This design comes from an exercise in tuning for small area and few clock cycles on the open sky130 flow, not from production work. Only simulation tests tie the RTL to the original design; equivalence was not proved. No activity file was given, so power comes from the tool's default toggle rates.

### design/flow/design.v
`timescale 1ns / 1ps
package nrmc_pkg;
    typedef enum logic [1:0] {
        KIND_START = 2'd0,
        KIND_END   = 2'd1,
        KIND_COMMA = 2'd2,
        KIND_CHAR  = 2'd3
    } kind_t;
    typedef struct packed {
        kind_t      kind;
        logic [7:0] ch;
        logic       too_long;
        logic       is_digit;
        logic [3:0] digit;
        logic       hex_ok;
        logic [3:0] hex_val;
    } item_t;
    typedef struct packed {
        logic        too_long;
        logic        bad_digit;
        logic        header_match;
        logic [3:0]  field_index;
        logic        fmt_bad;
        logic [6:0]  char_in_field;
        logic        after_star;
        logic [7:0]  mode_char;
        logic [7:0]  received_check;
        logic [7:0]  running_xor;
        logic [12:0] minute;
        logic [26:0] lat;
        logic [27:0] lon;
        logic        south;
        logic        west;
        logic [6:0]  dd;
        logic [6:0]  mm;
        logic [6:0]  yy;
    } snap_t;
    localparam logic [7:0] CH_DOLLAR = 8'h24;
    localparam logic [7:0] CH_CR     = 8'h0D;
    localparam logic [7:0] CH_COMMA  = 8'h2C;
    localparam logic [7:0] CH_STAR   = 8'h2A;
    localparam logic [7:0] CH_POINT  = 8'h2E;
    localparam logic [7:0] CH_N      = 8'h4E;
    localparam logic [7:0] CH_S_UP   = 8'h53;
    localparam logic [7:0] CH_S_LO   = 8'h73;
    localparam logic [7:0] CH_W_UP   = 8'h57;
    localparam logic [7:0] CH_W_LO   = 8'h77;
    localparam logic [3:0] FIELD_HEADER = 4'd0;
    localparam logic [3:0] FIELD_TIME   = 4'd1;
    localparam logic [3:0] FIELD_LAT    = 4'd3;
    localparam logic [3:0] FIELD_NS     = 4'd4;
    localparam logic [3:0] FIELD_LON    = 4'd5;
    localparam logic [3:0] FIELD_EW     = 4'd6;
    localparam logic [3:0] FIELD_DATE   = 4'd9;
    localparam logic [3:0] FIELD_CHECK  = 4'd12;
    localparam logic [3:0] FIELD_MAX    = 4'd15;
    localparam logic [28:0] LAT_LIMIT = 29'd90000000;
    localparam logic [28:0] LON_LIMIT = 29'd180000000;
    localparam logic [2:0] FAIL_OK       = 3'd0;
    localparam logic [2:0] FAIL_NOT_RMC  = 3'd1;
    localparam logic [2:0] FAIL_FIELDS   = 3'd2;
    localparam logic [2:0] FAIL_FORMAT   = 3'd3;
    localparam logic [2:0] FAIL_MODE_N   = 3'd4;
    localparam logic [2:0] FAIL_CHECKSUM = 3'd5;
    localparam logic [2:0] FAIL_DIGIT    = 3'd6;
    localparam logic [2:0] FAIL_LONG     = 3'd7;
    function automatic logic [7:0] header_char(input logic [2:0] p);
        case (p)
            3'd0:    header_char = 8'h24;
            3'd1:    header_char = 8'h47;
            3'd2:    header_char = 8'h50;
            3'd3:    header_char = 8'h52;
            3'd4:    header_char = 8'h4D;
            3'd5:    header_char = 8'h43;
            default: header_char = 8'h00;
        endcase
    endfunction
    function automatic logic [9:0] minute_weight(input logic [1:0] p);
        case (p)
            2'd0:    minute_weight = 10'd600;
            2'd1:    minute_weight = 10'd60;
            2'd2:    minute_weight = 10'd10;
            default: minute_weight = 10'd1;
        endcase
    endfunction
    function automatic logic [19:0] pow10(input logic [2:0] k);
        case (k)
            3'd0:    pow10 = 20'd1;
            3'd1:    pow10 = 20'd10;
            3'd2:    pow10 = 20'd100;
            3'd3:    pow10 = 20'd1000;
            3'd4:    pow10 = 20'd10000;
            3'd5:    pow10 = 20'd100000;
            default: pow10 = 20'd1000000;
        endcase
    endfunction
    function automatic logic [8:0] month_base(input logic [3:0] m);
        case (m)
            4'd2:    month_base = 9'd31;
            4'd3:    month_base = 9'd59;
            4'd4:    month_base = 9'd90;
            4'd5:    month_base = 9'd120;
            4'd6:    month_base = 9'd151;
            4'd7:    month_base = 9'd181;
            4'd8:    month_base = 9'd212;
            4'd9:    month_base = 9'd243;
            4'd10:   month_base = 9'd273;
            4'd11:   month_base = 9'd304;
            4'd12:   month_base = 9'd334;
            default: month_base = 9'd0;
        endcase
    endfunction
endpackage
`timescale 1ns / 1ps
module nmea_rmc_sentence_parser #(
    parameter int MAX_SENTENCE_LEN = 100,
    parameter int FRACTION_DIGITS  = 4
) (
    input  logic        aclk,
    input  logic        aresetn,
    input  logic        s_tvalid,
    output logic        s_tready,
    input  logic [7:0]  s_tdata,    
    output logic        m_tvalid,
    input  logic        m_tready,
    output logic [87:0] m_tdata
);
    localparam int LW = $clog2(MAX_SENTENCE_LEN + 2);
    localparam logic [LW-1:0] LEN_OVER = LW'(MAX_SENTENCE_LEN + 1);
    localparam int FW = $clog2(FRACTION_DIGITS + 1);
    localparam logic [FW-1:0] FD = FW'(FRACTION_DIGITS);
    localparam logic [26:0] LAT_LIMIT = 27'd90000000;
    localparam logic [27:0] LON_LIMIT = 28'd180000000;
    logic          in_s_reg, out_v_reg;
    logic [LW-1:0] len_reg;
    logic [3:0]    fi_reg;       
    logic [2:0]    cif_reg;      
    logic          hdr_reg, fmt_reg, mode_n_reg, ck_bad_reg, bad_reg, sp_reg;
    logic [7:0]    xor_reg;
    logic [12:0]   min_reg;
    logic [26:0]   lat_reg;
    logic [27:0]   lon_reg;
    logic [FW-1:0] lat_fc_reg, lon_fc_reg;
    logic          south_reg, west_reg;
    logic [6:0]    dd_reg;
    logic [3:0]    mon_reg;      
    logic          leap_reg;
    logic [7:0] c;
    logic [3:0] d;
    logic       take, is_dollar, is_cr, is_comma, is_star, is_point, is_digit, is_hex;
    logic       start, step, fin, comma, ch;
    logic       f0, f1, f3, f5, f9, f12;
    assign c         = s_tdata;
    assign d         = s_tdata[3:0];
    assign s_tready  = !out_v_reg || m_tready;
    assign take      = s_tvalid && s_tready;
    assign is_dollar = (c == 8'h24);
    assign is_cr     = (c == 8'h0D);
    assign is_comma  = (c == 8'h2C);
    assign is_star   = (c == 8'h2A);
    assign is_point  = (c == 8'h2E);
    assign is_digit  = (c >= 8'h30) && (c <= 8'h39);
    assign is_hex    = is_digit || (((c & 8'hDF) >= 8'h41) && ((c & 8'hDF) <= 8'h46));
    assign start = take && is_dollar;
    assign step  = take && in_s_reg && !is_dollar;
    assign fin   = step && is_cr;
    assign comma = step && is_comma;
    assign ch    = step && !is_cr && !is_comma;
    assign f0  = (fi_reg == 4'd0);
    assign f1  = (fi_reg == 4'd1);
    assign f3  = (fi_reg == 4'd3);
    assign f5  = (fi_reg == 4'd5);
    assign f9  = (fi_reg == 4'd9);
    assign f12 = (fi_reg == 4'd12);
    function automatic logic [7:0] header_char(input logic [2:0] p);
        case (p)
            3'd1:    header_char = 8'h47;
            3'd2:    header_char = 8'h50;
            3'd3:    header_char = 8'h52;
            3'd4:    header_char = 8'h4D;
            3'd5:    header_char = 8'h43;
            default: header_char = 8'h00;
        endcase
    endfunction
    always_ff @(posedge aclk) begin
        if (!aresetn) begin
            in_s_reg  <= 1'b0;
            out_v_reg <= 1'b0;
        end else begin
            if (take) in_s_reg <= is_dollar || (in_s_reg && !is_cr);
            if (fin) out_v_reg <= 1'b1;
            else if (m_tready) out_v_reg <= 1'b0;
        end
    end
    always_ff @(posedge aclk) begin
        if (start) len_reg <= LW'(1);
        else if (step && (len_reg != LEN_OVER)) len_reg <= len_reg + LW'(1);
    end
    always_ff @(posedge aclk) begin
        if (start) begin
            fi_reg  <= '0;
            cif_reg <= 3'd1;
        end else if (comma) begin
            if (fi_reg != 4'd15) fi_reg <= fi_reg + 4'd1;
            cif_reg <= '0;
        end else if (ch) begin
            if (cif_reg != 3'd7) cif_reg <= cif_reg + 3'd1;
        end
    end
    always_ff @(posedge aclk) begin
        if (start) begin
            hdr_reg    <= 1'b1;
            fmt_reg    <= 1'b0;
            mode_n_reg <= 1'b0;
            ck_bad_reg <= 1'b0;
            xor_reg    <= '0;
        end else if (comma) begin
            if (f0 && (cif_reg != 3'd6)) hdr_reg <= 1'b0;
            xor_reg <= xor_reg ^ 8'h2C;
        end else if (ch) begin
            if (f0 && ((cif_reg[2:1] == 2'b11) || (header_char(cif_reg) != c))) hdr_reg <= 1'b0;
            if (!(f12 && (cif_reg != 3'd0))) xor_reg <= xor_reg ^ c;
            if (f12 && (cif_reg == 3'd1)) begin
                if (!is_star) fmt_reg <= 1'b1;
            end else if (is_star) begin
                fmt_reg <= 1'b1;
            end
            if (f12 && (cif_reg[2:1] == 2'b01) && !is_hex) fmt_reg <= 1'b1;
            if (f12 && (cif_reg == 3'd0)) mode_n_reg <= (c == 8'h4E);
            if (f12 && (cif_reg[2:1] == 2'b01))
                ck_bad_reg <= (cif_reg[0] && ck_bad_reg)
                            || ((d + (c[6] ? 4'd9 : 4'd0))
                                != (cif_reg[0] ? xor_reg[3:0] : xor_reg[7:4]));
        end
    end
    always_ff @(posedge aclk) begin
        if (start) begin
            bad_reg <= 1'b0;
        end else if (comma) begin
            if ((f1 && !cif_reg[2]) || (f9 && (cif_reg[2:1] != 2'b11))) bad_reg <= 1'b1;
        end else if (ch) begin
            if (((f1 && !cif_reg[2]) || (f9 && (cif_reg[2:1] != 2'b11))) && !is_digit)
                bad_reg <= 1'b1;
            if ((f3 || f5) && !is_digit && !(is_point && !sp_reg)) bad_reg <= 1'b1;
        end
        if (comma) sp_reg <= 1'b0;
        else if (ch && is_point) sp_reg <= 1'b1;
    end
    always_ff @(posedge aclk) begin
        if (ch && f1 && !cif_reg[2]) begin
            if (cif_reg[1:0] == 2'd0) min_reg <= 13'(d);
            else min_reg <= (min_reg << 1) + ((cif_reg[1:0] == 2'd2) ? (min_reg << 2) : (min_reg << 3))
                          + 13'(d);
        end
    end
    always_ff @(posedge aclk) begin
        if (ch && f9) begin
            case (cif_reg)
                3'd0: dd_reg <= 7'(d);
                3'd1: dd_reg <= (dd_reg << 3) + (dd_reg << 1) + 7'(d);
                3'd2: mon_reg <= {2'b00, (d == 4'd1), (d == 4'd0)};
                3'd3: begin
                    if (mon_reg[0]) mon_reg <= d;
                    else if (mon_reg[1] && (d <= 4'd2)) mon_reg <= 4'd10 + d;
                    else mon_reg <= 4'd0;
                end
                3'd4: leap_reg <= d[0];
                3'd5: leap_reg <= !d[0] && (leap_reg == d[1]);
                default: ;
            endcase
        end
    end
    always_ff @(posedge aclk) begin
        if (start) begin
            south_reg <= 1'b0;
            west_reg  <= 1'b0;
        end else if (ch && (cif_reg == 3'd0)) begin
            if (fi_reg == 4'd4) south_reg <= ((c & 8'hDF) == 8'h53);
            if (fi_reg == 4'd6) west_reg  <= ((c & 8'hDF) == 8'h57);
        end
    end
    logic        lat_push, lat_pad, lon_push, lon_pad;
    logic [3:0]  lat_d, lon_d;
    logic        lat_over, lon_over;
    logic [26:0] lat_sum;
    logic [27:0] lon_sum;
    assign lat_push = ch && f3 && is_digit && (!sp_reg || (lat_fc_reg < FD));
    assign lon_push = ch && f5 && is_digit && (!sp_reg || (lon_fc_reg < FD));
    assign lat_pad  = (fi_reg > 4'd3) && (lat_fc_reg < FD);
    assign lon_pad  = (fi_reg > 4'd5) && (lon_fc_reg < FD);
    assign lat_d    = f3 ? d : 4'd0;
    assign lon_d    = f5 ? d : 4'd0;
    assign lat_sum  = (lat_reg << 3) + (lat_reg << 1) + 27'(lat_d);
    assign lon_sum  = (lon_reg << 3) + (lon_reg << 1) + 28'(lon_d);
    assign lat_over = (lat_reg > 27'd9000000) || ((lat_reg == 27'd9000000) && (lat_d != 4'd0));
    assign lon_over = (lon_reg > 28'd18000000) || ((lon_reg == 28'd18000000) && (lon_d != 4'd0));
    always_ff @(posedge aclk) begin
        if (start) begin
            lat_reg    <= '0;
            lat_fc_reg <= '0;
        end else if (lat_push || lat_pad) begin
            lat_reg <= lat_over ? LAT_LIMIT : lat_sum;
            if (lat_pad || sp_reg) lat_fc_reg <= lat_fc_reg + FW'(1);
        end
    end
    always_ff @(posedge aclk) begin
        if (start) begin
            lon_reg    <= '0;
            lon_fc_reg <= '0;
        end else if (lon_push || lon_pad) begin
            lon_reg <= lon_over ? LON_LIMIT : lon_sum;
            if (lon_pad || sp_reg) lon_fc_reg <= lon_fc_reg + FW'(1);
        end
    end
    logic [2:0]  code;
    logic        ok;
    logic [8:0]  doy;
    logic [27:0] lat_o;
    logic [28:0] lon_o;
    always_comb begin
        if (len_reg == LEN_OVER)                         code = 3'd7;
        else if (!hdr_reg || (f0 && (cif_reg != 3'd6)))  code = 3'd1;
        else if (!f12)                                   code = 3'd2;
        else if (fmt_reg || (cif_reg != 3'd4))           code = 3'd3;
        else if (mode_n_reg)                             code = 3'd4;
        else if (ck_bad_reg)                             code = 3'd5;
        else if (bad_reg)                                code = 3'd6;
        else                                             code = 3'd0;
        ok = (code == 3'd0);
        doy = 9'(dd_reg) + nrmc_pkg::month_base(mon_reg)
            + 9'((mon_reg >= 4'd3) && leap_reg);
        lat_o = south_reg ? (28'd0 - {1'b0, lat_reg}) : {1'b0, lat_reg};
        lon_o = west_reg  ? (29'd0 - {1'b0, lon_reg}) : {1'b0, lon_reg};
        m_tdata        = '0;
        m_tdata[3:1]   = code;
        if (ok) begin
            m_tdata[0]     = 1'b1;
            m_tdata[16:4]  = min_reg;
            m_tdata[44:17] = lat_o;
            m_tdata[73:45] = lon_o;
            m_tdata[82:74] = doy;
        end
    end
    assign m_tvalid = out_v_reg;
endmodule
### design/flow/run.sh
#!/bin/bash
# synth_recipe.tcl (not shown) runs the flow's synth.tcl, then flattens the netlist and writes it again
# the make line also repeats each setting of config.mk as NAME=value (left out here)
make -C /OpenROAD-flow-scripts/flow DESIGN_CONFIG=/design/flow/config.mk WORK_HOME=/design/flow/orfs CLKGATE_MAP_FILE= SYNTH_SCRIPT=/design/flow/synth_recipe.tcl finish
### design/flow/config.mk
export PLATFORM = sky130hd
export DESIGN_NAME = nmea_rmc_sentence_parser
export DESIGN_NICKNAME = nmea_rmc_sentence_parser
export VERILOG_FILES = /design/flow/design.v
export SDC_FILE = /design/flow/constraint.sdc
export NUM_CORES = 4
export LEC_CHECK = 0
export CAP_MARGIN = 20
export CORE_MARGIN = 2
export CORE_UTILIZATION = 40
export SLEW_MARGIN = 20
### design/flow/constraint.sdc
create_clock -name core_clock -period 12.0 [get_ports {aclk}]
set_input_delay 2.4000 -clock core_clock [delete_from_list [all_inputs] [get_ports {aclk}]]
set_output_delay 2.4000 -clock core_clock [all_outputs]
set_load 0.01 [all_outputs]
==> summary.txt <==
Routing
  • Routed wire length: 30,400 um
  • Post-route DRC violation count: 0
  • TritonRoute pass-1 iters: 5
  • Vias after detailed routing: 10.5k
  • Number of DRC markers in iteration 0: 630
  • DR WL/cell: 16.1 um
  • Routed vias/inst: 5.55
  • Final ANT Viol Nets: 0

Worst setup path
  • Worst r2r path cells: 15
  • Critical-path cell list: inv_1, ha_1, inv_1, or4_1, a21oi_1, nand2_1, or3_2, inv_1, nand2_1, nor2_1, clkdlybuf4s50_1
  • Crit path max fanout: 16
  • Worst path slowest cell: clkdlybuf4s50_1
  • Crit end category: output pin
  • Critical path arrival: 4.29 ns
  • Biggest cell delay along the critical path: 0.55 ns
  • Reg2reg end: lon_reg[27]
  • CP startpoint kind: register
  • Critical path's most frequent cell: inv_1
  • Setup CP Type: reg2out
  • R2R Path Start: fi_reg[2]
  • WP data required: 9.60 ns
  • R2R Setup Slk: 7.44 ns

STA
  • Fin. Hold Viols: 0
  • Tightest Pin Transition: 1.05 ns
  • Period minus WS final: 6.69 ns
  • Final period util: 55.8%
  • Final Skew: 0.00809 ns
  • RSZ-0062 raised after global routing: false
  • Slew HR: 29.6%
  • Setup Viol. Count Final: 0
  • Fin. max-slew vios: 0
  • Hold WS: 0.467 ns
  • Setup TNS Final: 0 ns
  • Highest Clock Rate: 0.149 GHz

Clocking
  • Clock Tree Root: clkbuf_16
  • Postcts setup bufs: 0
  • Worst-path clk slew: 0.06 ns
  • TritonCTS Buffers: 17
  • CTS Hold Bufs: 0
  • TritonCTS clock tree: yes
  • Total clock sinks: 127
  • CTS H-tree lvls: 4
  • CTS resizes: 0
  • Bufs on Longest Clock Path: 2
  • Skew-Pair Late Insertion Delay: 0.42 ns

Cells and area
  • Fin cells: 1,886
  • Area growth syn-to-layout: 15.8%
  • # diodes: 0
  • Share of post-route cells with drive strength above 1: 5.66%
  • Max reg flops: 28
  • Layout Nets: 1,677
  • Filler cells: 2,845

Min path
  • Worst hold path depth: 2
  • HP Class: reg2reg
  • Hold endpoint: hdr_reg
  • HP Start: hdr_reg

GRT
  • Met3 Use GR: 2.94%
  • Grt total ovfl: 0
  • GR Util met2: 32.9%
  • GRT Overall Usage: 19.9%
  • Grt met1 use: 27.4%
  • Vias in the first global route: 10.0k
  • Grt peak-use layer: met2
  • Largest net degree at the start of global routing: 65
  • Initial antenna violation count: 0
  • First-pass GRT wire length: 50,600 um

Logic synthesis
  • Synthesized cell area: 11,800 um^2
  • Mean post-synth cell area: 8.26 um^2
  • Most used DFF post-synth: dfxtp_1
  • Gate Count Post-Synth: 1,429
  • Share of the synthesized area in the top cell type: 17.5%
  • Synth warn: 1
  • Dominant cell type by area after synthesis: ha_1
  • Seq/Total Area, Yosys: 23.6%
  • #FFs+latches synth: 127
  • Netlist cell types: 77
  • FFs w/ async S/R, synth: 0%
  • Top cells by area, synth: ha_1 (17%), dfxtp_1 (17%), edfxtp_1 (6.4%)
  • EDFF count, synth: 25

Job
  • Max Cap Viol: 0

Placement
  • Routability Congestion: 0.879
  • HPWL Detailed: 22,300 um
  • Port Buffers: 96
  • Placed Cells: 1,854

Floorplanning
  • IO Pins: 102
  • Chip Width: 176 um
  • Die Y-Extent: 176 um
  • Initial Util: 40.9%
  • Core Region: 28,900 um^2
  • Core Rows: 62
  • Die ar.: 30,900 um^2

Pwr
  • PwrDens: 81.1 nW/um^2
  • Leak Pwr: 5.96 nW
  • Worst vdd ir: 85.5 uV

Outcome
  • Status: timing/DRC/antenna clean
Yosys cell counts (6+ instances only):
library cell	number
nor2_1	175
ha_1	165
dfxtp_1	102
a21oi_1	101
nand2_1	96
o21ai_0	90
xor2_1	83
xnor2_1	59
clkbuf_1	51
inv_1	45
a21o_1	40
nand3_1	29
edfxtp_1	25
and2_1	21
nor3_1	21
or3_1	19
mux2i_1	18
nor2b_1	18
o31ai_1	18
a22oi_1	17
nand2b_1	16
and3_1	14
a31oi_1	13
mux2_2	13
nand4_1	13
fa_1	11
or4_1	11
a211oi_1	8
buf_1	8
nor4_1	8
or2_2	7
a2111oi_0	6
buf_2	6
buf_4	6
o21bai_1	6
through the flow:
| step | total power [mW] | area, um^2 | worst slack, ns | util (%) |
|---|---|---|---|---|
| after floorplan | 0.544 | 11800 | 6.17 | - |
| final | 1.11 | 13700 | 5.31 | 47.4 |
| after detailed placement | 0.572 | 13100 | 5.64 | 45.3 |
| after CTS | 1.12 | 13700 | 5.25 | 47.4 |
| after global placement | 0.570 | 13100 | 5.67 | 45.3 |
| after global routing | 1.15 | 13700 | 5.04 | 47.4 |
placed cells by master, fill, tap and decap left out, types with 12 or more instances in the layout:
master | Yosys | final
a21o_1 | 40 | 40
nand2b_1 | 16 | 16
buf_4 | 6 | 12
mux2i_1 | 18 | 17
a22oi_1 | 17 | 17
nor3_1 | 21 | 21
and2_1 | 21 | 21
clkdlybuf4s50_1 | 0 | 96
a31oi_1 | 13 | 13
nand3_1 | 29 | 29
edfxtp_1 | 25 | 25
clkbuf_16 | 0 | 17
dfxtp_1 | 102 | 101
nand2_1 | 96 | 96
nor2_1 | 175 | 174
or3_1 | 19 | 18
nand4_1 | 13 | 13
and3_1 | 14 | 14
o21ai_0 | 90 | 90
ha_1 | 165 | 165
xnor2_1 | 59 | 59
inv_1 | 45 | 45
o31ai_1 | 18 | 18
a21oi_1 | 101 | 101
xor2_1 | 83 | 83
nor2b_1 | 18 | 18
mux2_2 | 13 | 13
final cells by class:
| type | count | area (um^2) | area share (%) |
|---|---|---|---|
| Multi-Input combinational cell | 1189 | 8580 | 62.7 |
| Clock inverter | 13 | 170 | 1.24 |
| Tap cell | 384 | 480 | 3.51 |
| Clock buffer | 19 | 433 | 3.17 |
| Inverter | 46 | 173 | 1.26 |
| Sequential cell | 127 | 2790 | 20.4 |
| Timing Repair Buffer | 108 | 1050 | 7.68 |
logic make-up (layout without fill, tap and decap cells):
logic type | count (synthesis) | after routing | synth area share [%]
multiplexers | 33 | 33 | 3.15
AO/OA/AOI/OAI | 353 | 353 | 19.1
flip-flops | 127 | 127 | 23.6
XOR/XNOR | 142 | 142 | 10.5
buffers and inverters | 117 | 186 | 3.97
adder cells (fa/ha/maj) | 176 | 176 | 19.3
other | 1 | 5 | 0.0318
AND/OR/NAND/NOR | 480 | 480 | 20.2
how the worst max path moves through the flow:
stage	startpoint	endpoint
2_1_floorplan	s_tdata[3]	lat_reg[23]
3_3_place_gp	s_tdata[3]	lat_reg[23]
5_1_grt	cif_reg[0]	m_tdata[73]
4_1_cts	cif_reg[0]	m_tdata[73]
6_report	cif_reg[0]	m_tdata[73]
3_5_place_dp	s_tdata[3]	lat_reg[23]
critical path, delay by kind of cell (launching register included):
family	cells	cell delay, ns
AO/OA/AOI/OAI	1	0.17
adder cells (fa/ha/maj)	1	0.50
buffers and inverters	4	1.36
flip-flops	1	0.45
AND/OR/NAND/NOR	5	1.39
routing by layer:
metal  wire length [um]  share of wire, %
met3               1240               4.1
met1              14800                49
met4                467               1.5
met5                  0                 0
met2              13900                46
where the power goes:
part / internal, mW / switching [mW] / total [mW] / leakage [nW]
Sequential: 0.442 / 0.0113 / 0.453 / 1.05
Clock: 0.344 / 0.201 / 0.546 / 0.288
Combinational: 0.0473 / 0.0628 / 0.110 / 4.62
Total: 0.834 / 0.275 / 1.11 / 5.96
Testbench counts, summed over its fixed seeds: cycles 117,293.

re-timing with driven ports:
In the flow no input, the clock included, has a driving cell. The finished layout below was timed again as built, in two steps.
Step 1 (the two cells are an assumption about what drives the block):
set clk [get_ports {aclk}]
set_driving_cell -lib_cell sky130_fd_sc_hd__clkbuf_16 $clk
set_driving_cell -lib_cell sky130_fd_sc_hd__buf_2 [delete_from_list [all_inputs] $clk]
Step 2 also shifts input and output timing later by t, the mid clock arrival at the registers, as if the neighbouring blocks saw the same clock.
Slacks: ideal / step 1 / step 2; pairs: ideal / step 1.
t, ns: 0.464
setup slack, ns: 5.306 / 5.258 / 5.566
clock arrival spread, ns: 0.010 / 0.010
worst register clock-pin slew, ns: 0.06 / 0.06
cell pins on the clock port's net: 1
After both steps setup and hold are still met in this run. The setup slack of this run moves by -0.048 ns with the drivers and by +0.260 ns with both steps.
